From an optimization exercise on the open Yosys and OpenROAD flow, aimed at small area; shortcuts taken in it are not production practice.
In this exercise RTL edits were held to simulation tests only and were not proved equivalent to the original.
Power is estimated from default activity; no workload was simulated.

**design.v**
```verilog
module data_mem_subsystem #(
    parameter int MEM_LATENCY = 5    
) (
    input  logic       clock,
    input  logic       reset,
    input  logic       read,
    input  logic       write,
    input  logic [7:0] address,
    input  logic [7:0] writedata,
    output logic [7:0] readdata,
    output logic       busywait
);
    localparam int CW = $clog2(MEM_LATENCY + 1);
    typedef enum logic [1:0] {IDLE, WB, FETCH, UPDATE} state_t;
    logic [7:0]        valid_q;
    logic [7:0]        dirty_q;
    logic [7:0][2:0]   tag_q;
    logic [7:0][31:0]  data_q;
    logic [63:0][31:0] mem_q;
    state_t      state_q, state_d;
    logic [CW-1:0] cnt_q;
    logic [5:0]  mem_addr_q;      
    logic [2:0]  tag;
    logic [2:0]  idx;
    logic [1:0]  off;
    logic        cur_valid;
    logic        cur_dirty;
    logic [2:0]  cur_tag;
    logic [31:0] cur_data;
    logic [31:0] merged;
    logic        req;
    logic        hit;
    assign tag = address[7:5];
    assign idx = address[4:2];
    assign off = address[1:0];
    assign cur_valid = valid_q[idx];
    assign cur_dirty = dirty_q[idx];
    assign cur_tag   = tag_q[idx];
    assign cur_data  = data_q[idx];
    assign req = read | write;
    assign hit = cur_valid && (cur_tag == tag);
    always_comb begin
        merged = cur_data;
        merged[{off, 3'b000} +: 8] = writedata;
    end
    assign busywait = req & ~((state_q == IDLE) & hit);
    assign readdata = read ? cur_data[{off, 3'b000} +: 8] : 8'h00;
    always_comb begin
        state_d = state_q;
        unique case (state_q)
            IDLE:   if (req && !hit) state_d = cur_dirty ? WB : FETCH;
            WB:     if (cnt_q == CW'(MEM_LATENCY - 1)) state_d = FETCH;
            FETCH:  if (cnt_q == CW'(MEM_LATENCY - 2)) state_d = UPDATE;
            UPDATE: state_d = IDLE;
            default: state_d = IDLE;
        endcase
    end
    always_ff @(posedge clock or posedge reset) begin
        if (reset) begin
            state_q    <= IDLE;
            cnt_q      <= '0;
            mem_addr_q <= '0;
            valid_q    <= '0;
            dirty_q    <= '0;
            tag_q      <= '0;
            data_q     <= '0;
            mem_q      <= '0;
        end else begin
            state_q <= state_d;
            cnt_q   <= (state_d != state_q || state_q == IDLE) ? '0 : cnt_q + 1'b1;
            if (state_q == IDLE && state_d == WB)
                mem_addr_q <= {cur_tag, idx};
            if (state_d == FETCH && state_q != FETCH)
                mem_addr_q <= address[7:2];
            if (state_q == WB && state_d == FETCH)
                mem_q[mem_addr_q] <= cur_data;
            if (state_q == UPDATE) begin
                valid_q[idx] <= 1'b1;
                dirty_q[idx] <= 1'b0;
                tag_q[idx]   <= tag;
                data_q[idx]  <= mem_q[mem_addr_q];
            end
            if (state_q == IDLE && write && hit) begin
                data_q[idx]  <= merged;
                dirty_q[idx] <= 1'b1;
            end
        end
    end
endmodule
```
**run.sh**
```bash
#!/bin/bash
# synth_recipe.tcl (not shown) runs the flow's synth.tcl, then flattens the netlist and writes it again
# the make line also repeats each setting of config.mk as NAME=value (left out here)
make -C /OpenROAD-flow-scripts/flow DESIGN_CONFIG=/design/flow/config.mk WORK_HOME=/design/flow/orfs CLKGATE_MAP_FILE= SYNTH_SCRIPT=/design/flow/synth_recipe.tcl finish
```
**config.mk**
```make
export PLATFORM = sky130hd
export DESIGN_NAME = data_mem_subsystem
export DESIGN_NICKNAME = data_mem_subsystem
export VERILOG_FILES = /design/flow/design.v
export SDC_FILE = /design/flow/constraint.sdc
export NUM_CORES = 4
export LEC_CHECK = 0
export CAP_MARGIN = 20
export CORE_MARGIN = 2
export CORE_UTILIZATION = 40
export SLEW_MARGIN = 20
```
**constraint.sdc**
```tcl
create_clock -name core_clock -period 10.0 [get_ports {clock}]
set_input_delay 2.0000 -clock core_clock [delete_from_list [all_inputs] [get_ports {clock}]]
set_output_delay 2.0000 -clock core_clock [all_outputs]
set_load 0.01 [all_outputs]
```
==> results.rst, run 1 <==
.. list-table::
   :header-rows: 1

   * - Metric
     - Value
   * - Combined area of the multi-input logic cells
     - 43400 um2
   * - Fraction of the cycle the final worst path needs
     - 76.0%
   * - Die outline height
     - 519 um
   * - Number of clock sinks
     - approximately 2400
   * - Final setup fails
     - 0
   * - Final Total Pwr
     - 0.0292 W
   * - Worst setup skew after layout
     - 0.0418 ns
   * - Leading cell type in the layout, fill and taps excluded
     - dfrtp_1
   * - Proportion of synthesized flip-flops having asynchronous set or reset
     - between 90% and 100%
   * - MaxCap Viol Count
     - 0
   * - Average detailed-routed wire length per instance
     - 26.8 um
   * - Post-synthesis cell type count
     - 75
   * - Leakage
     - 45.3 nW
   * - Area taken by flip-flops and latches
     - about 60000 um2
   * - Top cell family by delay on the critical path
     - buffers and inverters
   * - Max transition margin
     - 14.5%
   * - Kind of capture point of the worst setup path
     - output port
   * - Via count
     - 77900
   * - Setup CP Type
     - input pin to output port
   * - Global-route wire length before repair
     - 520 mm
   * - Final total negative setup slack
     - 0 ns
   * - Kind of path behind the tightest hold check
     - flip-flop to flip-flop
   * - Unrepaired setup endpoints after global routing
     - no
   * - DR pass1 iterations
     - 6
   * - Pins over their slew limit
     - 0
   * - Max VDD drop
     - between 0.2 and 0.25 mV
   * - Clock transition at the registers of the reported paths
     - 0.06 ns
   * - Max clock buf depth
     - 3
   * - Number of register bits inferred by synthesis
     - 2355
   * - Largest stage delay on the critical path
     - 0.74 ns
   * - Data required time of the critical path
     - 8.00 ns
   * - Post-route design area
     - 117000 um2
   * - Clock insertion delay at the later pin of the skew report
     - 0.92 ns
   * - Library cell occupying the most area in the post-synthesis netlist
     - dfrtp_1
   * - Root buffer selected by CTS
     - clkbuf_16
   * - Minimum clock period after layout
     - 7.60 ns
   * - Data arrival time of the critical path
     - 5.60 ns
   * - Place WS
     - between 2 and 2.5 ns
   * - Share of post-route cells with drive strength above 1
     - 14.2%
   * - Synthesis Warnings
     - 1
   * - Least setup slack across all paths after layout
     - 2.40 ns
   * - Startpoint class of the critical path
     - input pin
   * - Total detailed-routing wirelength
     - 348 mm
   * - Largest fanout on the critical path
     - 66
   * - Slowest stage cell on the critical path
     - buf_4
   * - Most frequent cell on the critical path
     - clkdlybuf4s50_1
   * - Cell breakdown of the critical path
     - clkdlybuf4s50_1, inv_4, mux2i_4, buf_4, mux4_2, nor2b_1, clkdlybuf4s50_1
   * - Power density over cell area
     - between 200 and 250 nW/um2
   * - DRC violations left
     - 0
   * - Overall routing resource usage
     - about a quarter
   * - Largest net degree at the start of global routing
     - 197
   * - I/O pin count
     - 29
   * - Die X
     - 519 um
   * - Per-instance average area after synthesis
     - 10.8 um2
   * - Layout-stage area growth over the synthesis result
     - 10.6%
   * - Post-CTS setup buffers
     - 0
   * - Number of buffer and inverter stages on the critical path
     - 4
   * - PostCTS Resize Cnt
     - 0
   * - Vias in the first global route
     - 77500
   * - Hold bufs inserted after CTS
     - 0
   * - Initial standard-cell utilization of the core
     - 40.3%
   * - Placed cell areas
     - 109000 um2
   * - Sequential fraction of the synthesis area
     - 55.7%
   * - Full die area
     - 269000 um2
   * - Number of H-tree levels
     - 4
   * - Remaining antenna violation count after routing
     - 0
   * - Count of mapped cells out of synthesis
     - between 9000 and 10000
   * - Top cells by area, synth
     - dfrtp_1 56%, mux4_2 12%, a21oi_1 6.3%
   * - GRT overflow
     - 0
   * - Number of input and output port buffers inserted
     - 28
   * - Post-Syn Nets
     - 9801
   * - Routed via count divided by cell count
     - 5.99
   * - Fin. Hold Viols
     - 0
   * - Synth Flop Type
     - dfrtp_1
   * - Number of filler cells placed in the layout
     - 24100
   * - Final net count
     - 9329
   * - Routability cong.
     - 0.931
   * - Detailed Route Iter0 Violations
     - 8300
   * - Transition time at the pin with the least slew margin
     - ~1.3 ns
   * - Number of buffers added by the clock tree synthesis step
     - between 200 and 250
   * - CTS tree
     - built
   * - Most frequent cells in the layout
     - 2351 x dfrtp_1, 1485 x nor2_1, 1329 x a21oi_1, 1069 x nand2_1, 802 x o21ai_0
   * - Netlist area before placement
     - 106000 um2
   * - Outcome
     - timing/DRC/antenna clean
   * - Initial antenna violation count
     - 10
   * - Std-Cell Rows
     - 188
   * - Post-synth EDFFs
     - 0
   * - Fraction of synthesized cell area taken by the top area cell type
     - 55.7%
   * - Achievable Freq
     - 132 MHz
   * - HPWL after detailed placement
     - a little over 200 mm
   * - Area of the core
     - 263000 um2
[cells in the mapped netlist (81+ instances only)]
cell	n
mux2i_1	155
dfrtp_1	2355
nand2_1	1069
a221o_1	194
clkbuf_1	599
nand3_1	83
o21ai_1	86
o21ai_0	802
mux4_2	579
o221ai_1	81
nor2_1	1494
a21oi_1	1329
buf_2	283
[cells by family after synthesis]
group	count (synthesis)	synth area share, %
buf+inv	990	4.08
simple gates	2895	11.2
mux	743	13.9
xor+xnor	2	0.0165
compound gates	2762	14.9
flops	2355	55.7
fa+ha+maj	17	0.201
[metrics by stage]
stage	instances	hold slack (ns)	utilization, %
floorplan	9764	0.429	-
finish	13000	0.461	44.6
global route	13000	0.486	44.6
detailed placement	12600	0.447	41.5
CTS	13000	0.465	44.6
global placement	12600	0.443	41.5
[cell type report]
type | count | area share [%]
Clock buffer | 346 | 5.83
Antenna cell | 4 | 0.00854
Multi-Input combinational cell | 6419 | 37.0
Clock inverter | 82 | 1.02
Timing Repair Buffer | 249 | 1.94
Sequential cell | 2355 | 50.3
Tap cell | 3515 | 3.75
Inverter | 35 | 0.119
[worst reg2reg max path, cell delays in order, from the launching register on]
cell       delay [ns]
dfrtp_4          0.87
buf_4            0.69
buf_4            0.72
mux4_2           0.49
nand2_1          0.08
nand2_1          0.05
o211ai_1         0.94
a2bb2oi_1        0.59
a211o_1          0.41
a221o_1          0.29
[per-layer routing]
metal | global-route usage (%) | routed length (um)
met1 | 34.9 | 142000
met2 | 39.3 | 155000
met4 | 12.3 | 18800
met3 | 5.90 | 32700
met5 | 0 | 69
[power by group]
group	internal, W	switching (W)
Combinational	0.00260	0.00656
Clock	0.00527	0.00390
Sequential	0.0103	0.000566
[registers in the layout, summed over array words and instances, names as in the netlist]
signal / count
mem_addr_q: 6
data_q: 256
tag_q: 24
mem_q: 2048
state_q: 2
cnt_q: 3
valid_q: 8
dirty_q: 8
[final timing paths]
| path | startpoint | slack, ns | cells past startpoint | end |
|---|---|---|---|---|
| setup / recovery | address[4] | 2.40 | 7 | readdata[6] |
| hold / removal | valid_q[6] | 0.46 | 1 | valid_q[6] |
| setup reg to reg | mem_addr_q[2] | 4.78 | 9 | data_q[46] |
| hold reg to reg | valid_q[6] | 0.46 | 1 | valid_q[6] |
| max in group asynchronous | reset | 5.87 | 5 | mem_q[64] |
| min in group asynchronous | reset | 1.60 | 2 | mem_q[1757] |
==> inputs of run 2 (changes only) <==
==> design.v (replaced) <==
module data_mem_subsystem #(
    parameter int MEM_LATENCY = 5    
) (
    input  logic       clock,
    input  logic       reset,
    input  logic       read,
    input  logic       write,
    input  logic [7:0] address,
    input  logic [7:0] writedata,
    output logic [7:0] readdata,
    output logic       busywait
);
    localparam int NR = 11;       
    localparam int RL = 6;        
    logic [7:0]        valid_q;
    logic [7:0]        dirty_q;
    logic [7:0][2:0]   tag_q;
    logic [7:0][31:0]  data_q;
    logic        busy_q;          
    logic [3:0]  cnt_q;           
    logic        pwb_q;           
    logic        pfill_q;         
    logic [NR-1:0][RL-1:0][31:0] ring_q;
    logic [2:0]  ph6_q;           
    logic [1:0]  ph4_q;           
    logic        clr_q;           
    logic [2:0]  tag, idx;
    logic [1:0]  off;
    logic        req, cur_valid, cur_dirty, hit, miss;
    logic [2:0]  cur_tag;
    logic [31:0] cur_data;
    assign tag = address[7:5];
    assign idx = address[4:2];
    assign off = address[1:0];
    assign req = read | write;
    assign cur_valid = valid_q[idx];
    assign cur_dirty = dirty_q[idx];
    assign cur_tag   = tag_q[idx];
    assign cur_data  = data_q[idx];
    assign hit  = cur_valid & (cur_tag == tag);
    assign miss = req & ~busy_q & ~hit;
    assign busywait = req & (busy_q | ~hit);
    assign readdata = read ? cur_data[{off, 3'b000} +: 8] : 8'h00;
    logic [5:0] vw, nw;
    assign vw = {cur_tag, idx};
    assign nw = {tag, idx};
    logic [5:0] vq, vm, nq, nm;
    assign vq = vw / 6;
    assign vm = vw % 6;
    assign nq = nw / 6;
    assign nm = nw % 6;
    logic [3:0] vr, nr;
    logic [2:0] vs, ns;
    logic       v_at, n_at;
    assign vr = vq[3:0];
    assign vs = vm[2:0];
    assign nr = nq[3:0];
    assign ns = nm[2:0];
    assign v_at = (vr == NR - 1) ? (vs[1:0] == ph4_q) : (vs == ph6_q);
    assign n_at = (nr == NR - 1) ? (ns[1:0] == ph4_q) : (ns == ph6_q);
    logic wb_pend, fill_pend, wb_now, fill_now;
    assign wb_pend   = busy_q ? pwb_q   : (miss & cur_valid & cur_dirty);
    assign fill_pend = busy_q ? pfill_q : miss;
    assign wb_now    = wb_pend & v_at;
    assign fill_now  = fill_pend & (~wb_pend | wb_now) & n_at;
    logic [NR-1:0][31:0] tap;
    always_comb begin
        for (int r = 0; r < NR; r++)
            tap[r] = (r == NR - 1) ? ring_q[r][3] : ring_q[r][RL-1];
    end
    logic [31:0] fetch_word, wb_word;
    always_comb begin
        fetch_word = '0;
        for (int r = 0; r < NR; r++)
            if (nr == r) fetch_word = tap[r];
        if (clr_q) fetch_word = '0;
    end
    assign wb_word = clr_q ? 32'h0 : cur_data;
    always_ff @(posedge clock) begin
        for (int r = 0; r < NR; r++) begin
            for (int k = 1; k < RL; k++)
                ring_q[r][k] <= ring_q[r][k-1];
            if (clr_q || (wb_now && vr == r))
                ring_q[r][0] <= wb_word;
            else
                ring_q[r][0] <= tap[r];
        end
    end
    logic [31:0] merged;
    always_comb begin
        merged = cur_data;
        merged[{off, 3'b000} +: 8] = writedata;
    end
    always_ff @(posedge clock) begin
        if (fill_now)
            data_q[idx] <= fetch_word;
        else if (~busy_q & write & hit)
            data_q[idx] <= merged;
    end
    always_ff @(posedge clock or posedge reset) begin
        if (reset) begin
            busy_q  <= 1'b0;
            cnt_q   <= '0;
            pwb_q   <= 1'b0;
            pfill_q <= 1'b0;
            valid_q <= '0;
            dirty_q <= '0;
            tag_q   <= '0;
            ph6_q   <= '0;
            ph4_q   <= '0;
            clr_q   <= 1'b1;
        end else begin
            ph6_q <= (ph6_q == 3'd5) ? 3'd0 : ph6_q + 3'd1;
            ph4_q <= ph4_q + 2'd1;
            if (ph6_q == 3'd5) clr_q <= 1'b0;
            if (busy_q) begin
                cnt_q  <= cnt_q - 4'd1;
                if (cnt_q == 4'd0) busy_q <= 1'b0;
            end else if (miss) begin
                busy_q <= 1'b1;
                cnt_q  <= (cur_valid & cur_dirty) ? 2 * MEM_LATENCY - 1 : MEM_LATENCY - 1;
            end
            pwb_q   <= wb_pend & ~wb_now;
            pfill_q <= fill_pend & ~fill_now;
            if (fill_now) begin
                valid_q[idx] <= 1'b1;
                dirty_q[idx] <= 1'b0;
                tag_q[idx]   <= tag;
            end else if (~busy_q & write & hit) begin
                dirty_q[idx] <= 1'b1;
            end
        end
    end
endmodule
==> run 2 against run 1 <==
Compared with the run above: global-route usage is 7.0 points lower; combinational power is 86% lower; first-iteration DRC count is 59% lower; routed wire length is 54% lower; power is 33% lower; critical endpoint is now readdata[3]; highest routed layer is now met4.
==> results.rst, run 2 <==
.. list-table::
   :header-rows: 1

   * - Metric
     - Value
   * - Outcome
     - timing/DRC/antenna clean
   * - Layout-stage area growth over the synthesis result
     - 15.6%
   * - Number of clock sinks
     - 2357 (+0.085%)
   * - Library cell occupying the most area in the post-synthesis netlist
     - dfxtp_1
   * - Root buffer selected by CTS
     - clkbuf_16
   * - Clock insertion delay at the later pin of the skew report
     - 0.84 ns (-0.08 ns)
   * - Share of total power in combinational logic
     - 6.8% (-25 points)
   * - Count of mapped cells out of synthesis
     - 4820 (-51%)
   * - Fin. Hold Viols
     - 0 (unchanged)
   * - DRC violations left
     - 0 (unchanged)
   * - Total detailed-routing wirelength
     - 160 mm (-54%)
   * - Number of register bits inferred by synthesis
     - 2357 (+0.085%)
   * - Met3 capacity usage during global routing
     - 4.06% (-1.8 points)
   * - Minimum clock period after layout
     - 8.15 ns (+0.553 ns)
   * - HPWL after detailed placement
     - 93.3 mm (-54%)
   * - Routability cong.
     - 0.829 (-11%)
   * - Data required time of the critical path
     - 8.00 ns (about the same)
   * - Detailed Route Iter0 Violations
     - 3403 (-59%)
   * - Setup CP Type
     - input pin to output port
   * - Part of the total power dissipated in the clock network
     - 42.6% (+11 points)
   * - Achievable Freq
     - 123 MHz (-6.8%)
   * - Vias in the first global route
     - 36400 (-53%)
   * - Met1 routing resource usage after global routing
     - 26.3% (-8.6 points)
   * - Placed cell areas
     - 69200 um2 (-37%)
   * - Die X
     - 411 um (-21%)
   * - Post-route design area
     - 76500 um2 (-35%)
   * - Number of filler cells placed in the layout
     - 14300 (-41%)
   * - Initial standard-cell utilization of the core
     - 40.2% (-0.10 points)
   * - Final total negative setup slack
     - 0 ns (unchanged)
   * - Pins over their slew limit
     - 0 (unchanged)
   * - Initial antenna violation count
     - 6 (-4)
   * - Power density over cell area
     - 255 nW/um2 (+2.4%)
   * - Post-synthesis cell type count
     - 80 (+6.7%)
   * - Startpoint class of the critical path
     - input pin
   * - Leading cell type in the layout, fill and taps excluded
     - dfxtp_1
   * - Switch share
     - 23.0% (-15 points)
   * - Post-synth EDFFs
     - 256 (+256)
   * - Kind of path behind the tightest hold check
     - flip-flop to flip-flop
   * - Max transition margin
     - 14.7% (+0.22 points)
   * - Most common cell in the synthesized netlist
     - dfxtp_1
   * - Registers with the most flip-flops
     - ring_q (2048), data_q (256), tag_q (24)
   * - Register name with the most flops
     - ring_q
   * - Std-Cell Rows
     - 149 (-21%)
   * - Number of input and output port buffers inserted
     - 28 (unchanged)
   * - Overall routing resource usage
     - 18.8% (-7.0 points)
   * - Fraction of synthesized cell area taken by the top area cell type
     - 62.0% (+6.3 points)
   * - Flop pwr share
     - 50.7% (+13 points)
   * - Number of buffers added by the clock tree synthesis step
     - 209 (-9.9%)
   * - Layer with the highest usage
     - met2
   * - Internal Dissipation
     - 0.0150 W (-17%)
   * - Sequential fraction of the synthesis area
     - 75.6% (+20 points)
   * - Final net count
     - 4941 (-47%)
   * - Area of the core
     - 165000 um2 (-37%)
   * - Hold bufs inserted after CTS
     - 0 (unchanged)
   * - Global-route wire length before repair
     - 238 mm (-54%)
   * - Top cells by area, synth
     - dfxtp_1 62%, edfxtp_1 12%, a211oi_1 2.8%
   * - Full die area
     - 169000 um2 (-37%)
   * - GRT overflow
     - 0 (unchanged)
   * - Fraction of the cycle the final worst path needs
     - 81.5% (+5.5 points)
   * - Final setup fails
     - 0 (unchanged)
   * - Routed via count divided by cell count
     - 5.11 (-15%)
   * - Synth cell count leaders
     - 2048 x dfxtp_1, 449 x nor2_1, 339 x nand2_1, 256 x edfxtp_1, 243 x a211oi_1
   * - Die outline height
     - 411 um (-21%)
   * - GRT met2 Usage
     - 28.7% (-11 points)
   * - Remaining antenna violation count after routing
     - 0 (unchanged)
   * - Synthesis Warnings
     - 1 (unchanged)
   * - Leakage
     - 28.7 nW (-37%)
   * - DR pass1 iterations
     - 5 (-1)
   * - Most frequent cells in the layout
     - 2048 x dfxtp_1, 446 x nor2_1, 339 x nand2_1, 256 x edfxtp_1, 243 x a211oi_1
   * - Largest net degree at the start of global routing
     - 144 (-27%)
   * - Share of post-route cells with drive strength above 1
     - 13.5% (-0.69 points)
   * - Proportion of synthesized flip-flops having asynchronous set or reset
     - 2.25% (-98 points)
   * - Unrepaired setup endpoints after global routing
     - no
   * - Final Total Pwr
     - 0.0195 W (-33%)
   * - Kind of capture point of the worst setup path
     - output port
   * - Per-instance average area after synthesis
     - 13.7 um2 (+27%)
   * - Number of H-tree levels
     - 4 (unchanged)
   * - Largest fanout on the critical path
     - 20 (-70%)
   * - Synth Flop Type
     - dfxtp_1
   * - Clock transition at the registers of the reported paths
     - 0.06 ns (about the same)
   * - I/O pin count
     - 29 (unchanged)
   * - Via count
     - 37200 (-52%)
   * - Worst setup skew after layout
     - 0.0563 ns (+0.0145 ns)
   * - CTS tree
     - built
   * - Flip-flop count of the largest register after layout
     - 2048 (unchanged)
   * - Post-CTS setup buffers
     - 0 (unchanged)
   * - Switching power total
     - 0.00448 W (-59%)
   * - Average detailed-routed wire length per instance
     - 22.0 um (-18%)
   * - Max VDD drop
     - 0.196 mV (-6.5%)
   * - Netlist area before placement
     - 66200 um2 (-38%)
   * - Max clock buf depth
     - 3 (unchanged)
   * - PostCTS Resize Cnt
     - 0 (unchanged)
   * - Transition time at the pin with the least slew margin
     - 1.27 ns (-0.00276 ns)
   * - MaxCap Viol Count
     - 0 (unchanged)
   * - Data arrival time of the critical path
     - 6.15 ns (+0.55 ns)
   * - Post-Syn Nets
     - 4857 (-50%)
==> run 2: final timing paths <==
| kind | startpoint | slack, ns | depth (start not counted) | to |
|---|---|---|---|---|
| hold / removal | ring_q[253] | 0.29 | 0 | ring_q[285] |
| max in group asynchronous | reset | 7.80 | 3 | cnt_q[1] |
| setup / recovery | address[4] | 1.85 | 9 | readdata[3] |
| hold reg to reg | ring_q[253] | 0.29 | 0 | ring_q[285] |
| min in group asynchronous | reset | 1.73 | 3 | valid_q[3] |
| setup reg to reg | tag_q[20] | 3.34 | 15 | data_q[43] |
==> run 2: metrics by stage <==
step,cells,hold WS [ns],worst slack (ns),util [%]
2_1_floorplan,4820,0.310,0.837,-
3_3_place_gp,6882,0.310,1.52,42.0
3_5_place_dp,6882,0.312,1.32,42.0
4_1_cts,7270,0.291,1.91,46.5
5_1_grt,7271,0.299,1.64,46.5
6_report,7271,0.288,1.85,46.5
==> run 2: layout make-up <==
| type | count | area [um2] | share of cell area (%) |
|---|---|---|---|
| inverter | 56 | 210 | 0.275 |
| sequential | 2357 | 50000 | 65.4 |
| timing repair buffer | 157 | 1350 | 1.76 |
| clock buffer | 316 | 6150 | 8.04 |
| clock inverter | 72 | 1150 | 1.50 |
| tap | 2189 | 2740 | 3.58 |
| antenna | 1 | 2.50 | 0.00327 |
| multi-input combinational | 2123 | 14900 | 19.5 |
==> run 2: per-layer routing <==
metal,vias up,wire (um)
li1,17100,-
met1,18400,72600
met2,1408,70700
met3,305,11800
met4,0,5100
met5,-,0
==> run 2: worst max-delay path: stages <==
cell             delay [ns]
clkdlybuf4s50_1        0.78
buf_4                  0.42
inv_2                  0.50
buf_4                  0.51
mux2i_1                0.15
buf_4                  0.22
mux4_2                 0.47
nor2b_1                0.43
clkdlybuf4s50_1        0.64
==> run 2: logic make-up (layout without fill, tap and decap cells) <==
kind of cell	count (synthesis)	count (layout)	synth area share [%]
xor+xnor	12	12	0.170
other cells	0	1	0
simple gates	894	894	5.69
flops	2357	2357	75.6
mux	237	237	5.18
buf+inv	340	601	2.18
compound gates	963	963	10.9
fa+ha+maj	17	17	0.321
==> run 2: power groups by stage <==
stage / clock (W) / combinational [W] / sequential (W)
2_1_floorplan: 0 / 0.000836 / 0.0101
3_3_place_gp: 0 / 0.00128 / 0.0101
3_5_place_dp: 0 / 0.00131 / 0.0101
4_1_cts: 0.00845 / 0.00131 / 0.00988
5_1_grt: 0.00883 / 0.00139 / 0.00990
6_report: 0.00831 / 0.00132 / 0.00989

port drivers added, routing unchanged:
No port has a modelled driver above. Below, the same layouts with a new extraction and two added sets of constraints.
Step 1: set_driving_cell puts a clkbuf_16 on clock and a buf_2 on each other input, an assumption about the parent block.
Step 2 adds t to the input delays and takes it off the output delays; t is the mean of the earliest and latest rising clock arrival at the registers after step 1. Input paths then give back, and output paths get back, about the clock's delay inside the block.
a / b / c = no drivers / after step 1 / after step 2; a / b = the first two.
| run | shift t [ns] | slack for setup (ns) | worst hold slack (ns) | latest minus earliest clock arrival (ns) |
|---|---|---|---|---|
| run 1 | 0.990 | 2.400 / 2.373 / 2.373 | 0.461 / 0.461 / 0.461 | 0.043 / 0.043 |
| run 2 | 0.889 | 1.847 / 1.778 / 1.036 | 0.288 / 0.288 / 0.288 | 0.065 / 0.065 |
After both steps setup and hold are still met in every run listed. The setup slack of run 2, which loses most, moves by -0.069 ns with the drivers and by -0.811 ns with both steps.
